Background: an optimization exercise with open tools, aiming at small area. Do not read the settings as production practice.
In this exercise RTL edits were held to simulation tests only and were not proved equivalent to the original.
Power figures rest on the tool's default switching activity, not on a simulated workload.

### design/flow/run.sh
#!/bin/bash
# synth_recipe.tcl (not shown) runs the flow's synth.tcl, then flattens the netlist and writes it again
# the make line also repeats each setting of config.mk as NAME=value (left out here)
make -C /OpenROAD-flow-scripts/flow DESIGN_CONFIG=/design/flow/config.mk WORK_HOME=/design/flow/orfs CLKGATE_MAP_FILE= SYNTH_SCRIPT=/design/flow/synth_recipe.tcl finish
### design/flow/config.mk
export PLATFORM = sky130hd
export DESIGN_NAME = riscv_regfile_mp
export DESIGN_NICKNAME = riscv_regfile_mp
export VERILOG_FILES = /design/flow/design.v
export SDC_FILE = /design/flow/constraint.sdc
export NUM_CORES = 4
export LEC_CHECK = 0
export CAP_MARGIN = 20
export CORE_MARGIN = 2
export CORE_UTILIZATION = 40
export SLEW_MARGIN = 20
### design/flow/constraint.sdc
create_clock -name core_clock -period 7.0 [get_ports {i_regfile_clk}]
set_input_delay 1.4000 -clock core_clock [delete_from_list [all_inputs] [get_ports {i_regfile_clk}]]
set_output_delay 1.4000 -clock core_clock [all_outputs]
set_load 0.01 [all_outputs]
### design/flow/design.v
module riscv_regfile_mp #(
    parameter int XLEN   = 32,
    parameter int NREG   = 32,
    parameter int NUM_RD = 2,
    parameter int NUM_WR = 2
) (
    input  logic                     i_regfile_clk,
    input  logic                     i_regfile_rst,
    input  logic [NUM_RD*5-1:0]      i_regfile_rd_addr,
    output logic [NUM_RD*XLEN-1:0]   o_regfile_rd_data,
    input  logic [NUM_WR-1:0]        i_regfile_wen,
    input  logic [NUM_WR*5-1:0]      i_regfile_wr_addr,
    input  logic [NUM_WR*XLEN-1:0]   i_regfile_wr_data,
    output logic                     o_regfile_ready
);
    localparam int AW = $clog2(NREG);
    typedef enum logic {CLEAR, READY} state_e;
    state_e          state_q, state_d;
    logic [AW-1:0]   clr_cnt_q, clr_cnt_d;
    logic [XLEN-1:0] mem_q [NREG];
    always_comb begin
        state_d   = state_q;
        clr_cnt_d = clr_cnt_q;
        if (state_q == CLEAR) begin
            if (clr_cnt_q == AW'(NREG - 1)) state_d = READY;
            else                            clr_cnt_d = clr_cnt_q + 1'b1;
        end
    end
    always_ff @(posedge i_regfile_clk) begin
        if (i_regfile_rst) begin
            state_q   <= CLEAR;
            clr_cnt_q <= AW'(1);
        end else begin
            state_q   <= state_d;
            clr_cnt_q <= clr_cnt_d;
        end
    end
    always_ff @(posedge i_regfile_clk) begin
        if (!i_regfile_rst) begin
            if (state_q == CLEAR) begin
                mem_q[clr_cnt_q] <= '0;
            end else begin
                for (int w = 0; w < NUM_WR; w++) begin
                    if (i_regfile_wen[w] && i_regfile_wr_addr[5*w +: 5] != 5'd0 &&
                        32'(i_regfile_wr_addr[5*w +: 5]) < NREG)
                        mem_q[i_regfile_wr_addr[5*w +: AW]] <= i_regfile_wr_data[XLEN*w +: XLEN];
                end
            end
        end
    end
    assign o_regfile_ready = (state_q == READY);
    for (genvar k = 0; k < NUM_RD; k++) begin : g_rd
        logic [4:0]      ra;
        logic [XLEN-1:0] rdat;
        assign ra = i_regfile_rd_addr[5*k +: 5];
        always_comb begin
            rdat = '0;
            if (state_q == READY && ra != 5'd0 && 32'(ra) < NREG) begin
                rdat = mem_q[ra[AW-1:0]];
            end
        end
        assign o_regfile_rd_data[XLEN*k +: XLEN] = rdat;
    end
endmodule
==> results of run 1 <==
-- how the worst min path moves through the flow --
stage              endpoint  slack [ns]          from
4_1_cts        clr_cnt_q[1]        0.59  clr_cnt_q[1]
2_1_floorplan  clr_cnt_q[1]        0.51  clr_cnt_q[1]
3_5_place_dp   clr_cnt_q[1]        0.59  clr_cnt_q[1]
6_report       clr_cnt_q[1]        0.60  clr_cnt_q[1]
5_1_grt        clr_cnt_q[1]        0.63  clr_cnt_q[1]
3_3_place_gp   clr_cnt_q[1]        0.57  clr_cnt_q[1]
-- cell usage in the layout, fill, tap and decap left out, types with 5 or more instances in the layout --
master / synthesis / final
a31oi_1: 64 / 63
clkbuf_16: 0 / 117
a22o_1: 61 / 61
mux2_1: 30 / 30
dfxtp_1: 6 / 6
bufinv_16: 0 / 6
and2_1: 40 / 11
mux2_2: 963 / 963
o21ai_4: 0 / 17
o21bai_4: 0 / 5
nand2_1: 121 / 112
buf_2: 152 / 20
nor2_1: 30 / 12
a21oi_1: 69 / 67
buf_12: 0 / 32
nor3_1: 6 / 6
nor2b_4: 0 / 8
nand2_2: 0 / 5
a22oi_1: 196 / 196
buf_4: 0 / 144
clkbuf_1: 344 / 33
nor2_4: 0 / 17
mux2i_1: 520 / 520
nand3_1: 156 / 151
mux4_2: 252 / 252
clkdlybuf4s50_1: 0 / 126
edfxtp_1: 1024 / 1024
clkinv_2: 0 / 13
o22ai_4: 0 / 9
nand4_1: 67 / 67
and2_2: 0 / 29
buf_8: 0 / 10
clkinv_1: 0 / 33
-- area by class of cell --
| type | instances | area, um^2 |
|---|---|---|
| Fill cell | 13300 | 81600 |
| Clock buffer | 150 | 3050 |
| Tap cell | 2016 | 2520 |
| Timing Repair Buffer | 335 | 3290 |
| Clock inverter | 61 | 502 |
| Multi-Input combinational cell | 2678 | 28500 |
| Antenna cell | 4 | 10.0 |
| Inverter | 4 | 15.0 |
| Sequential cell | 1030 | 30900 |
-- synth_stat cells, drive strengths merged (5+ instances only) --
master	n	area [um^2]
clkbuf	344	1290
dfxtp	6	120
nand3	156	781
and4b	5	50.1
mux2	993	11200
nand4	67	419
nor2b	11	68.8
edfxtp	1024	30700
o21bai	5	37.5
a22o	61	534
o22ai	9	56.3
mux2i	520	5200
mux4	252	5680
nand2b	6	37.5
a21oi	69	345
a31oi	64	400
buf	185	885
o21ai	20	100
nor3	7	40.0
a22oi	196	1470
nand2	121	454
and2	40	250
nor2	30	113
-- critical path: cells and delay by family --
family,cells,cell delay [ns]
buffers and inverters,3,1.59
AOI/OAI and AO/OA,2,0.84
and+or+nand+nor,2,0.73
-- power by group through the flow --
| stage | registers [mW] | logic [mW] | clock network (mW) |
|---|---|---|---|
| 6_report | 6.79 | 0.965 | 5.93 |
| 3_5_place_dp | 6.91 | 0.944 | 0 |
| 2_1_floorplan | 6.91 | 0.529 | 0 |
| 5_1_grt | 6.79 | 0.978 | 6.17 |
| 3_3_place_gp | 6.91 | 0.938 | 0 |
| 4_1_cts | 6.79 | 0.947 | 5.95 |
-- cell families after synthesis --
logic type | Yosys count | synth area share
adder cells (fa/ha/maj) | 2 | 0.000412
AO/OA/AOI/OAI | 437 | 0.0505
AND/OR/NAND/NOR | 471 | 0.0402
flip-flops | 1030 | 0.509
XOR/XNOR | 3 | 0.000433
multiplexers | 1765 | 0.364
buffers and inverters | 533 | 0.0361
-- through the flow --
step	hold WS, ns	power (mW)	cells
after floorplan	0.509	7.43	4241
after global placement	0.568	7.85	6054
after detailed placement	0.590	7.86	6060
after CTS	0.593	13.7	6271
after global routing	0.631	13.9	6275
final	0.597	13.7	6278
-- flip-flops by register name, indices dropped and copies added, names as in the netlist --
register   cells
mem_q       1024
clr_cnt_q      5
state_q        1
-- routing by layer --
layer | wire length (um) | global-route usage | vias up
met2 | 112000 | 0.479 | 2770
met4 | 13700 | 0.156 | 4
met3 | 25200 | 0.0656 | 639
met1 | 92700 | 0.401 | 22100
met5 | 23 | 0 | -
li1 | - | - | 16800
==> impl_metrics.csv, run 1 <==
group,metric,value,unit
routing,vias,42300,
worst_setup_path,r2r_cells,5,
global_routing,grt_max_degree,84,
clock_network,cts_root_buffer,"clkbuf_16",
finish,finish.utilization,0.457,
logic_synthesis,yosysWarnings,1,
clock_network,cts_buffers,116,
global_routing,grt_pass1_wl,334,mm
global_routing,track_usage,0.306,
timing,max_slew.worst_pin.slew,1.35,ns
pwr,vdd_drop_max,0.000209,V
pwr,p_sw,3.32,mW
placement,place_area,0.0652,mm^2
logic_synthesis,synth_cells,4241,
clock_network,clk_path_buf_depth,3,
clock_network,clk_latency,0.78,ns
finish,layout.nets,4255,
logic_synthesis,synth_edf_count,1024,
clock_network,hold_buffers,0,
worst_setup_path,crit_end,"o_regfile_rd_data[27]",
min_path,hold_path_class,"flip-flop to flip-flop",
timing,fmax,167,MHz
clock_network,h-tree-depth,3,
timing,layout_min_cycle_time,5.98,ns
worst_setup_path,max_stage_delay,0.69,ns
worst_setup_path,start_kind,"input pin",
worst_setup_path,crit_start,"i_regfile_rd_addr[4]",
global_routing,overflow,0,
placement,dp_hpwl,142,mm
logic_synthesis,ys.flop_type,"edfxtp_1",
routing,drc,0,
worst_setup_path,path_class,"input pin to output port",
clock_network,post_cts_resized,0,
worst_setup_path,endpoint_kind,"output port",
die,die_h,393,um
timing,slew_headroom,0.0963,
finish,final_cell_area,0.0687,mm^2
global_routing,grt_pass1_vias,41600,
status,status,"complete, no violations",
routing,drt_iter0_markers,5743,
pwr,power.internal,10.4,mW
die,core_area,0.150,mm^2
worst_setup_path,required,5.60,ns
global_routing,antenna_found_initial,7,
routing,routed_wirelength,244,mm
timing,fin_setup_tns,0,ns
timing,setup_slack,1.02,ns
placement,gp_congestion,0.869,
worst_setup_path,crit_chain,"clkdlybuf4s50_1 -> and4b_2 -> buf_4 -> a22o_1 -> a31oi_1 -> nand4_1 -> clkdlybuf4s50_1",
timing,final_max_slew_viol_count,0,
logic_synthesis,async_flop_share,0,
routing,firstDrtPassIters,7,
worst_setup_path,r2r_start,"state_q",
worst_setup_path,critPathMaxFanout,15,
routing,antenna_left,0,
clock_network,clkTransAtPathRegs,0.06,ns
clock_network,cts_setup_buffers,0,
logic_synthesis,netlist-cell-type-count,49,
worst_setup_path,cp_data_arrival_time,4.58,ns
placement,pre_cts_ws,1.16,ns
flow_run,drv_cap,0,
timing,grt_setup_unrepaired,"false",
die,start_util,0.404,
die,dieArea,0.155,mm^2
worst_setup_path,r2r_slack,2.72,ns
clock_network,clock-sinks,1030,
worst_setup_path,crit_top_cell,"clkdlybuf4s50_1",
die,io_pins,153,
routing,avgRoutedWirePerCell,38.8,um
pwr,power_frac_seq,0.496,
logic_synthesis,ys_ff_latch,1030,
logic_synthesis,synth_fp_nets,4331,
pwr,powerDensity,199,mW/mm^2
logic_synthesis,synth-seq-area-share,0.509,
finish,drive_gt1_frac,0.398,
pwr,comb_power_share,0.071,
die,fp-row-count,142,
routing,viasPerCell,6.74,
logic_synthesis,avgSynthCellArea,14.3,um^2
logic_synthesis,synth_area,0.0607,mm^2
pwr,sw_frac_of_total,0.243,
placement,portBuffers,152,
finish,area.growth.synth_to_final,13.2,%
clock_network,cts_tree,"yes",
worst_setup_path,r2r_end,"mem_q[30][11]",
timing,finalHoldViolCount,0,
pwr,clkPwrFrac,0.433,
min_path,hold_depth,2,
pwr,p_leak,23.5,nW
timing,finalSetupViolCount,0,
worst_setup_path,cp_slowest_cell,"clkdlybuf4s50_1",
timing,fin_crit_sh,0.854,
timing,fin_skew,0.0269,ns
die,die_x,393,um
==> run 2: changes to the inputs <==
==> design/flow/design.v (replaced) <==
module riscv_regfile_wsel #(
    parameter int XLEN = 32
) (
    input  logic [XLEN-1:0] i_q,
    input  logic            i_h,
    input  logic            i_s0,
    input  logic            i_s1,
    input  logic [XLEN-1:0] i_d0,
    input  logic [XLEN-1:0] i_d1,
    output logic [XLEN-1:0] o_d
);
    assign o_d = (i_q & {XLEN{i_h}}) | (i_d0 & {XLEN{i_s0}}) | (i_d1 & {XLEN{i_s1}});
endmodule
module riscv_regfile_aoi222 (
    input  logic i_a0, i_b0, i_a1, i_b1, i_a2, i_b2,
    output logic o_y
);
    assign o_y = !((i_a0 && i_b0) || (i_a1 && i_b1) || (i_a2 && i_b2));
endmodule
module riscv_regfile_rbit (
    input  logic [30:0] i_sel,
    input  logic [30:0] i_bit,
    output logic        o_bit
);
    logic [10:0] g;
    for (genvar i = 0; i < 10; i++) begin : g_grp
        riscv_regfile_aoi222 u_aoi (
            .i_a0(i_bit[3*i]),     .i_b0(i_sel[3*i]),
            .i_a1(i_bit[3*i + 1]), .i_b1(i_sel[3*i + 1]),
            .i_a2(i_bit[3*i + 2]), .i_b2(i_sel[3*i + 2]),
            .o_y (g[i])
        );
    end
    assign g[10] = !(i_bit[30] && i_sel[30]);
    assign o_bit = !(&g);
endmodule
module riscv_regfile_mp #(
    parameter int XLEN   = 32,
    parameter int NREG   = 32,
    parameter int NUM_RD = 2,
    parameter int NUM_WR = 2
) (
    input  logic                     i_regfile_clk,
    input  logic                     i_regfile_rst,
    input  logic [NUM_RD*5-1:0]      i_regfile_rd_addr,
    output logic [NUM_RD*XLEN-1:0]   o_regfile_rd_data,
    input  logic [NUM_WR-1:0]        i_regfile_wen,
    input  logic [NUM_WR*5-1:0]      i_regfile_wr_addr,
    input  logic [NUM_WR*XLEN-1:0]   i_regfile_wr_data,
    output logic                     o_regfile_ready
);
    logic            ready_q;
    logic [XLEN-1:0] mem_q [1:NREG-1];
    always_ff @(posedge i_regfile_clk) begin
        ready_q <= ready_q | i_regfile_rst;
    end
    assign o_regfile_ready = ready_q;
    for (genvar r = 1; r < NREG; r++) begin : g_reg
        logic            hit0, hit1, s0, s1, h;
        logic [XLEN-1:0] d;
        assign hit0 = i_regfile_wen[0] && i_regfile_wr_addr[4:0] == 5'(r);
        assign hit1 = i_regfile_wen[1] && i_regfile_wr_addr[9:5] == 5'(r);
        assign s1 = !i_regfile_rst && hit1;
        assign s0 = !i_regfile_rst && hit0 && !hit1;
        assign h  = !i_regfile_rst && !hit0 && !hit1;
        riscv_regfile_wsel #(.XLEN(XLEN)) u_wsel (
            .i_q (mem_q[r]),
            .i_h (h),
            .i_s0(s0),
            .i_s1(s1),
            .i_d0(i_regfile_wr_data[0 +: XLEN]),
            .i_d1(i_regfile_wr_data[XLEN +: XLEN]),
            .o_d (d)
        );
        always_ff @(posedge i_regfile_clk) begin
            mem_q[r] <= d;
        end
    end
    for (genvar k = 0; k < NUM_RD; k++) begin : g_rd
        logic [4:0]      ra;
        logic [NREG-1:1] sel;
        assign ra = i_regfile_rd_addr[5*k +: 5] & {5{ready_q}};
        for (genvar r = 1; r < NREG; r++) begin : g_sel
            assign sel[r] = ra == 5'(r);
        end
        for (genvar b = 0; b < XLEN; b++) begin : g_bit
            logic [NREG-1:1] col;
            for (genvar r = 1; r < NREG; r++) begin : g_col
                assign col[r] = mem_q[r][b];
            end
            riscv_regfile_rbit u_rbit (
                .i_sel(sel),
                .i_bit(col),
                .o_bit(o_regfile_rd_data[XLEN*k + b])
            );
        end
    end
endmodule
--- a/design/flow/config.mk
+++ b/design/flow/config.mk
@@ -9,3 +9,4 @@
 export CORE_MARGIN = 2
 export CORE_UTILIZATION = 40
 export SLEW_MARGIN = 20
+export SYNTH_HIERARCHICAL = 1
==> impl_metrics.csv, run 2 <==
group,metric,value,unit
min_path,hp-start,"mem_q[24][15]",
pwr,comb_power_share,0.082,
clock_network,h-tree-depth,3,
logic_synthesis,yosys.area.top_type,"dfxtp_1",
timing,slew_headroom,0.216,
pwr,p_leak,25.8,nW
placement,pre_cts_ws,0.504,ns
timing,fin_crit_sh,0.982,
placement,portBuffers,152,
pwr,sw_frac_of_total,0.264,
clock_network,clk_latency,0.72,ns
pwr,clkPwrFrac,0.460,
timing,setup_slack,0.124,ns
pwr,p_sw,3.35,mW
timing,final_max_slew_viol_count,0,
routing,viasPerCell,8.13,
clock_network,hold_buffers,0,
logic_synthesis,synth_fp_nets,4518,
logic_synthesis,yosysWarnings,9,
logic_synthesis,netlist-cell-type-count,46,
die,start_util,0.403,
finish,largest_register,"mem_q",
routing,drc,0,
global_routing,grt_pass1_wl,341,mm
die,die_h,344,um
die,die_x,344,um
logic_synthesis,yosysMostFrequentCell,"a222oi_1",
clock_network,post_cts_resized,0,
die,fp-row-count,124,
placement,gp_congestion,0.941,
logic_synthesis,synth_edf_count,0,
routing,firstDrtPassIters,17,
timing,fin_skew,0,ns
worst_setup_path,r2r_cells,1,
logic_synthesis,avgSynthCellArea,10.4,um^2
finish,final_cell_mix,"a222oi_1, dfxtp_1, inv_1",
min_path,hold_depth,2,
finish,largest_reg_flops,992,
clock_network,clock-sinks,993,
routing,vias,50700,
min_path,hold_path_class,"flip-flop to flip-flop",
finish,top_regs,"mem_q (992), ready_q (1)",
routing,drt_iter0_markers,18000,
die,core_area,0.115,mm^2
timing,layout_min_cycle_time,6.88,ns
logic_synthesis,synth_common_cells,"a222oi_1, dfxtp_1, inv_1, buf_6, nand4_1",
global_routing,track_usage,0.394,
logic_synthesis,async_flop_share,0,
clock_network,cts_setup_buffers,0,
timing,finalSetupViolCount,0,
timing,max_slew.worst_pin.slew,1.17,ns
logic_synthesis,synth_area_leaders,"dfxtp_1, a222oi_1, inv_1, buf_6, nand4_1",
finish,fillCellCount,10800,
routing,avgRoutedWirePerCell,39.4,um
worst_setup_path,required,5.60,ns
worst_setup_path,crit_start,"i_regfile_rd_addr[4]",
worst_setup_path,endpoint_kind,"output port",
timing,fmax,145,MHz
die,io_pins,153,
logic_synthesis,synth_cells,4430,
placement,dp_hpwl,141,mm
global_routing,antenna_found_initial,9,
logic_synthesis,yosysTopAreaCellShare,0.430,
global_routing,overflow,0,
finish,area.growth.synth_to_final,17.2,%
routing,antenna_left,0,
logic_synthesis,synth_area,0.0462,mm^2
status,status,"complete, no violations",
routing,routed_wirelength,246,mm
worst_setup_path,path_class,"input pin to output port",
clock_network,cts_buffers,105,
global_routing,grt_pass1_vias,46700,
worst_setup_path,r2r_start,"ready_q",
finish,multiInputGateArea,0.0213,mm^2
finish,final_common_cell,"a222oi_1",
clock_network,cts_tree,"yes",
worst_setup_path,r2r_slack,5.66,ns
global_routing,grt_max_degree,33,
clock_network,cts_root_buffer,"clkbuf_16",
pwr,vdd_drop_max,0.000209,V
logic_synthesis,ys.flop_type,"dfxtp_1",
worst_setup_path,cp_data_arrival_time,5.48,ns
finish,drive_gt1_frac,0.129,
timing,fin_setup_tns,0,ns
pwr,power.internal,9.31,mW
clock_network,clkTransAtPathRegs,0.06,ns
logic_synthesis,synth-seq-area-share,0.430,
finish,layout.nets,4727,
die,dieArea,0.118,mm^2
worst_setup_path,start_kind,"input pin",
finish,regArea,0.0199,mm^2
clock_network,clk_path_buf_depth,3,
finish,finish.utilization,0.473,
pwr,power_frac_seq,0.458,
timing,grt_setup_unrepaired,"false",
logic_synthesis,ys_ff_latch,993,
worst_setup_path,critPathMaxFanout,21,
timing,finalHoldViolCount,0,
pwr,powerDensity,234,mW/mm^2
flow_run,drv_cap,0,
-- run 2: cell types whose count changed in the layout (fill, tap and decap cells not counted), moves of 520 or more --
cell      change
mux2_2      -963
dfxtp_1     +987
inv_1       +988
edfxtp_1   -1024
mux2i_1     -520
a222oi_1   +1632
-- run 2: critical path: stages --
cell	delay, ns
clkdlybuf4s50_1	0.52
nand4bb_1	0.80
nor2_4	0.83
buf_4	0.54
a222oi_1	0.15
nand2_1	0.40
a2111o_1	0.25
clkdlybuf4s50_1	0.56
-- run 2: final timing paths --
kind,to
setup reg to reg,ready_q
setup / recovery,o_regfile_rd_data[22]
hold / removal,mem_q[24][15]
hold reg to reg,mem_q[24][15]
-- run 2: Yosys stat by module, one instance, submodules excluded, excerpt --
module | area (um^2) | times used | flip-flops and latches | cells
riscv_regfile_aoi222 | 10.0 | 640 | 0 | 1
riscv_regfile_mp | 21800 | 1 | 993 | 1271
riscv_regfile_rbit | 27.5 | 64 | 0 | 4
-- run 2: routing by layer --
layer,up-vias,routed length [um],track usage
li1,19900,-,-
met1,24500,84200,0.495
met2,5105,97800,0.560
met3,1177,45500,0.166
met4,14,17900,0.232
met5,-,232,0.0104
-- run 2: stage by stage --
step	cell area (um^2)	total power, mW	hold slack (ns)	cells
after floorplan	46200	6.28	0.484	4430
after global placement	50500	6.87	0.496	6041
after detailed placement	50500	6.89	0.506	6041
after CTS	54000	12.5	0.522	6235
after global routing	54100	12.9	0.543	6238
final	54100	12.7	0.523	6240
-- run 2: cell type report --
cell class | count | share of cell area
clock inverters | 28 | 0.00580
well taps | 1512 | 0.0350
diodes | 2 | 0.0000925
repair buffers | 418 | 0.0702
clock buffers | 166 | 0.0595
flip-flops and latches | 993 | 0.367
multi-input cells | 2129 | 0.393
inverters | 992 | 0.0688
-- run 2: power by group through the flow --
| stage | Sequential, mW | Combinational [mW] | Clock, mW |
|---|---|---|---|
| finish | 5.80 | 1.04 | 5.82 |
| global placement | 5.92 | 0.956 | 0 |
| floorplan | 5.90 | 0.381 | 0 |
| CTS | 5.80 | 0.968 | 5.78 |
| detailed placement | 5.92 | 0.965 | 0 |
| global route | 5.81 | 1.03 | 6.03 |
-- run 2: cells by family (layout without fill, tap and decap cells) --
logic type / after synthesis / count (layout) / synth area share
flops: 993 / 993 / 0.430
simple gates: 367 / 367 / 0.0465
other cells: 0 / 2 / 0
compound gates: 1762 / 1762 / 0.382
buf+inv: 1308 / 1604 / 0.141
==> run 3: changes to the inputs <==
==> design/flow/flow/run.sh (new file) <==
#!/bin/bash
# The standard ORFS layout (standard.sh), with two changes to how it is built:
#  - the port buffers use sky130_fd_sc_hd__buf_1 instead of the tool's own pick;
#  - clock tree synthesis uses clkbuf_8 buffers, clusters of up to 14 sinks within
#    70 um, and inserts no dummy loads.
# Synthesis, floorplan, power grid, placement and routing are otherwise the
# standard flow. make's output goes to flow_make.log in this folder; each ORFS
# step writes its tool's full log under orfs/logs/.
set -euo pipefail
export BUFFER_PORTS_ARGS="-buffer_cell sky130_fd_sc_hd__buf_1"
export CTS_ARGS="-sink_clustering_enable -repair_clock_nets -dont_use_dummy_load -buf_list sky130_fd_sc_hd__clkbuf_8 -sink_clustering_size 14 -sink_clustering_max_diameter 70"
bash standard.sh finish > flow_make.log 2>&1
==> design/flow/standard.sh (new file) <==
#!/bin/bash
# synth_recipe.tcl (not shown) runs the flow's synth.tcl, then flattens the netlist and writes it again
# the make line also repeats each setting of config.mk as NAME=value (left out here)
make -C /OpenROAD-flow-scripts/flow DESIGN_CONFIG=/design/flow/config.mk WORK_HOME=/design/flow/orfs CLKGATE_MAP_FILE= SYNTH_SCRIPT=/design/flow/synth_recipe.tcl "${@:-finish}"
==> design/flow/config.mk (replaced) <==
export PLATFORM = sky130hd
export DESIGN_NAME = riscv_regfile_mp
export DESIGN_NICKNAME = riscv_regfile_mp
export VERILOG_FILES = /design/flow/design.v
export SDC_FILE = /design/flow/constraint.sdc
export NUM_CORES = 4
export LEC_CHECK = 0
export CAP_MARGIN = 10
export CORE_MARGIN = 2
export CORE_UTILIZATION = 52
export SLEW_MARGIN = 10
export SYNTH_HIERARCHICAL = 1
removed: design/flow/run.sh
==> impl_metrics.csv, run 3 <==
group,metric,value,unit
status,status,"complete, no violations",
global_routing,antenna_found_initial,19,
clock_network,hold_buffers,0,
routing,viasPerCell,8.91,
logic_synthesis,synth_fp_nets,4518,
logic_synthesis,synth_area_leaders,"dfxtp_1, a222oi_1, inv_1, buf_6, nand4_1",
routing,antenna_left,0,
timing,fin_crit_sh,0.937,
logic_synthesis,synth-seq-area-share,0.430,
placement,gp_congestion,0.997,
logic_synthesis,ys_ff_latch,993,
pwr,power.internal,6.98,mW
global_routing,grt_pass1_vias,46200,
global_routing,grt_max_degree,33,
worst_setup_path,cp_data_arrival_time,5.16,ns
pwr,p_leak,24.2,nW
pwr,clkPwrFrac,0.311,
logic_synthesis,synth_area,0.0462,mm^2
logic_synthesis,yosysWarnings,9,
logic_synthesis,netlist-cell-type-count,46,
logic_synthesis,synth_edf_count,0,
finish,area.growth.synth_to_final,8.32,%
die,dieArea,0.0912,mm^2
worst_setup_path,required,5.60,ns
routing,avgRoutedWirePerCell,43.0,um
finish,largest_reg_flops,992,
logic_synthesis,avgSynthCellArea,10.4,um^2
global_routing,overflow,0,
finish,layout.nets,4697,
timing,layout_min_cycle_time,6.56,ns
pwr,vdd_drop_max,0.000153,V
placement,portBuffers,152,
logic_synthesis,ys.flop_type,"dfxtp_1",
placement,dp_hpwl,144,mm
worst_setup_path,start_kind,"flip-flop",
logic_synthesis,synth_common_cells,"a222oi_1, dfxtp_1, inv_1, buf_6, nand4_1",
die,start_util,0.523,
clock_network,clk_path_buf_depth,3,
pwr,powerDensity,197,mW/mm^2
pwr,sw_frac_of_total,0.293,
timing,finalHoldViolCount,0,
global_routing,track_usage,0.514,
worst_setup_path,crit_chain,"nand3_1 -> nor2_4 -> a222oi_1 -> nand4_1 -> a2111o_1 -> buf_1",
routing,vias,51500,
clock_network,clock-sinks,993,
timing,fin_setup_tns,0,ns
timing,grt_setup_unrepaired,"false",
routing,firstDrtPassIters,33,
finish,final_cell_mix,"a222oi_1, dfxtp_1, inv_1",
logic_synthesis,yosys.area.top_type,"dfxtp_1",
routing,drc,0,
logic_synthesis,synth_cells,4430,
timing,fin_skew,0,ns
timing,finalSetupViolCount,0,
worst_setup_path,max_stage_delay,1.27,ns
finish,top_regs,"mem_q (992), ready_q (1)",
global_routing,grt_pass1_wl,340,mm
worst_setup_path,critPathMaxFanout,32,
clock_network,post_cts_resized,0,
clock_network,clk_latency,0.82,ns
clock_network,clkTransAtPathRegs,0.09,ns
flow_run,drv_cap,0,
pwr,comb_power_share,0.102,
timing,setup_slack,0.442,ns
timing,slew_headroom,0.0437,
placement,pre_cts_ws,1.07,ns
finish,largest_register,"mem_q",
timing,fmax,152,MHz
die,io_pins,153,
pwr,power_frac_seq,0.587,
die,die_x,302,um
die,fp-row-count,109,
worst_setup_path,path_class,"flip-flop to output port",
timing,max_slew.worst_pin.slew,1.43,ns
timing,final_max_slew_viol_count,0,
logic_synthesis,yosysTopAreaCellShare,0.430,
clock_network,cts_setup_buffers,0,
clock_network,cts_root_buffer,"clkbuf_8",
clock_network,h-tree-depth,3,
pwr,p_sw,2.89,mW
clock_network,cts_tree,"yes",
die,die_h,302,um
finish,drive_gt1_frac,0.113,
finish,fillCellCount,7831,
min_path,hold_path_class,"flip-flop to flip-flop",
finish,final_common_cell,"a222oi_1",
worst_setup_path,endpoint_kind,"output port",
logic_synthesis,yosysMostFrequentCell,"a222oi_1",
routing,routed_wirelength,248,mm
logic_synthesis,async_flop_share,0,
routing,drt_iter0_markers,18800,
die,core_area,0.0882,mm^2
clock_network,cts_buffers,82,
worst_setup_path,cp_slowest_cell,"nor2_4",
-- run 3: cell types whose count changed in the layout (fill, tap and decap cells not counted), sizes merged --
cell           change
bufinv             -5
inv                -2
clkinv            -19
clkdlybuf4s50    -147
buf              +132
clkbuf            -76
clkinvlp           -2
diode              +4
-- run 3: layout make-up --
type / instances / area (um^2) / area share
inverter: 992 / 3720 / 0.0744
tap: 1165 / 1460 / 0.0291
timing repair buffer: 411 / 2540 / 0.0508
multi-input combinational: 2129 / 21300 / 0.425
antenna: 6 / 15.0 / 0.000300
sequential: 993 / 19900 / 0.397
clock buffer: 82 / 1130 / 0.0226
-- run 3: kinds of logic after synthesis --
family	after synthesis	share of synthesized area
compound gates	1762	0.382
buf+inv	1308	0.141
flops	993	0.430
simple gates	367	0.0465
-- run 3: per-stage QoR --
stage | std cells | power [mW] | cell area [um^2] | util | hold WS, ns
CTS | 5770 | 9.73 | 50000 | 0.566 | 0.530
global placement | 5688 | 6.84 | 48800 | 0.554 | 0.497
detailed placement | 5688 | 6.85 | 48800 | 0.554 | 0.503
finish | 5778 | 9.87 | 50000 | 0.567 | 0.531
floorplan | 4430 | 6.28 | 46200 | - | 0.484
global route | 5774 | 10.0 | 50000 | 0.567 | 0.546
-- run 3: per-module statistics from Yosys (local to each module, per instance), excerpt --
module | area, um^2 | times used
riscv_regfile_aoi222 | 10.0 | 640
riscv_regfile_mp | 21800 | 1
riscv_regfile_rbit | 27.5 | 64
-- run 3: worst max-delay path: cells and delay by family, from the launching register on --
family,cells,cell delay (ns)
AND/OR/NAND/NOR,3,2.71
flip-flops,1,0.99
AO/OA/AOI/OAI,2,0.45
buffers and inverters,1,0.19
-- run 3: power by group through the flow --
| stage | logic, mW | registers, mW | clock network (mW) |
|---|---|---|---|
| after floorplan | 0.381 | 5.90 | 0 |
| after global placement | 0.917 | 5.92 | 0 |
| after detailed placement | 0.922 | 5.92 | 0 |
| after CTS | 0.922 | 5.79 | 3.02 |
| after global routing | 0.986 | 5.81 | 3.22 |
| final | 1.01 | 5.80 | 3.07 |
-- run 3: worst paths after layout --
kind                 from               endpoint  slack (ns)  cells after the start
max reg2reg       ready_q                ready_q        5.72                      1
min          mem_q[27][9]           mem_q[27][9]        0.53                      2
min reg2reg  mem_q[27][9]           mem_q[27][9]        0.53                      2
max               ready_q  o_regfile_rd_data[63]        0.44                      6
-- run 3: layer usage --
metal  wire length (um)  up-vias  global-route usage
met4              18900       42               0.310
met5                927        -              0.0471
li1                   -    19800                   -
met2              94100     5644               0.688
met3              51100     1310               0.271
met1              83300    24700               0.642

[separate check: timing with driven ports]
In the flow no input, the clock included, has a driving cell. The finished layouts below were timed again as built, in two steps.
Step 1: set_driving_cell puts a clkbuf_16 on i_regfile_clk and a buf_2 on each other input, an assumption about the parent block.
Step 2 moves the port delays by t, midway between the first and last clock arrival at a register: inputs arrive t later, outputs are due t later. That takes back most of the time a late clock gives input paths.
Three values: no drivers, after step 1, after step 2; two values: the first two.
run	t (ns)	slack for setup (ns)	clock arrival spread, ns	slew at the worst register clock pin (ns)
run 1	0.841	1.021 / 0.903 / 0.903	0.044 / 0.044	0.06 / 0.06
run 2	0.786	0.124 / 0.101 / 0.101	0.057 / 0.056	0.07 / 0.07
run 3	0.852	0.442 / 0.368 / 0.701	0.100 / 0.099	0.11 / 0.11
After both steps every run listed still meets setup and hold. The setup slack of run 1, which loses most, moves by -0.118 ns with the drivers and by -0.118 ns with both steps.
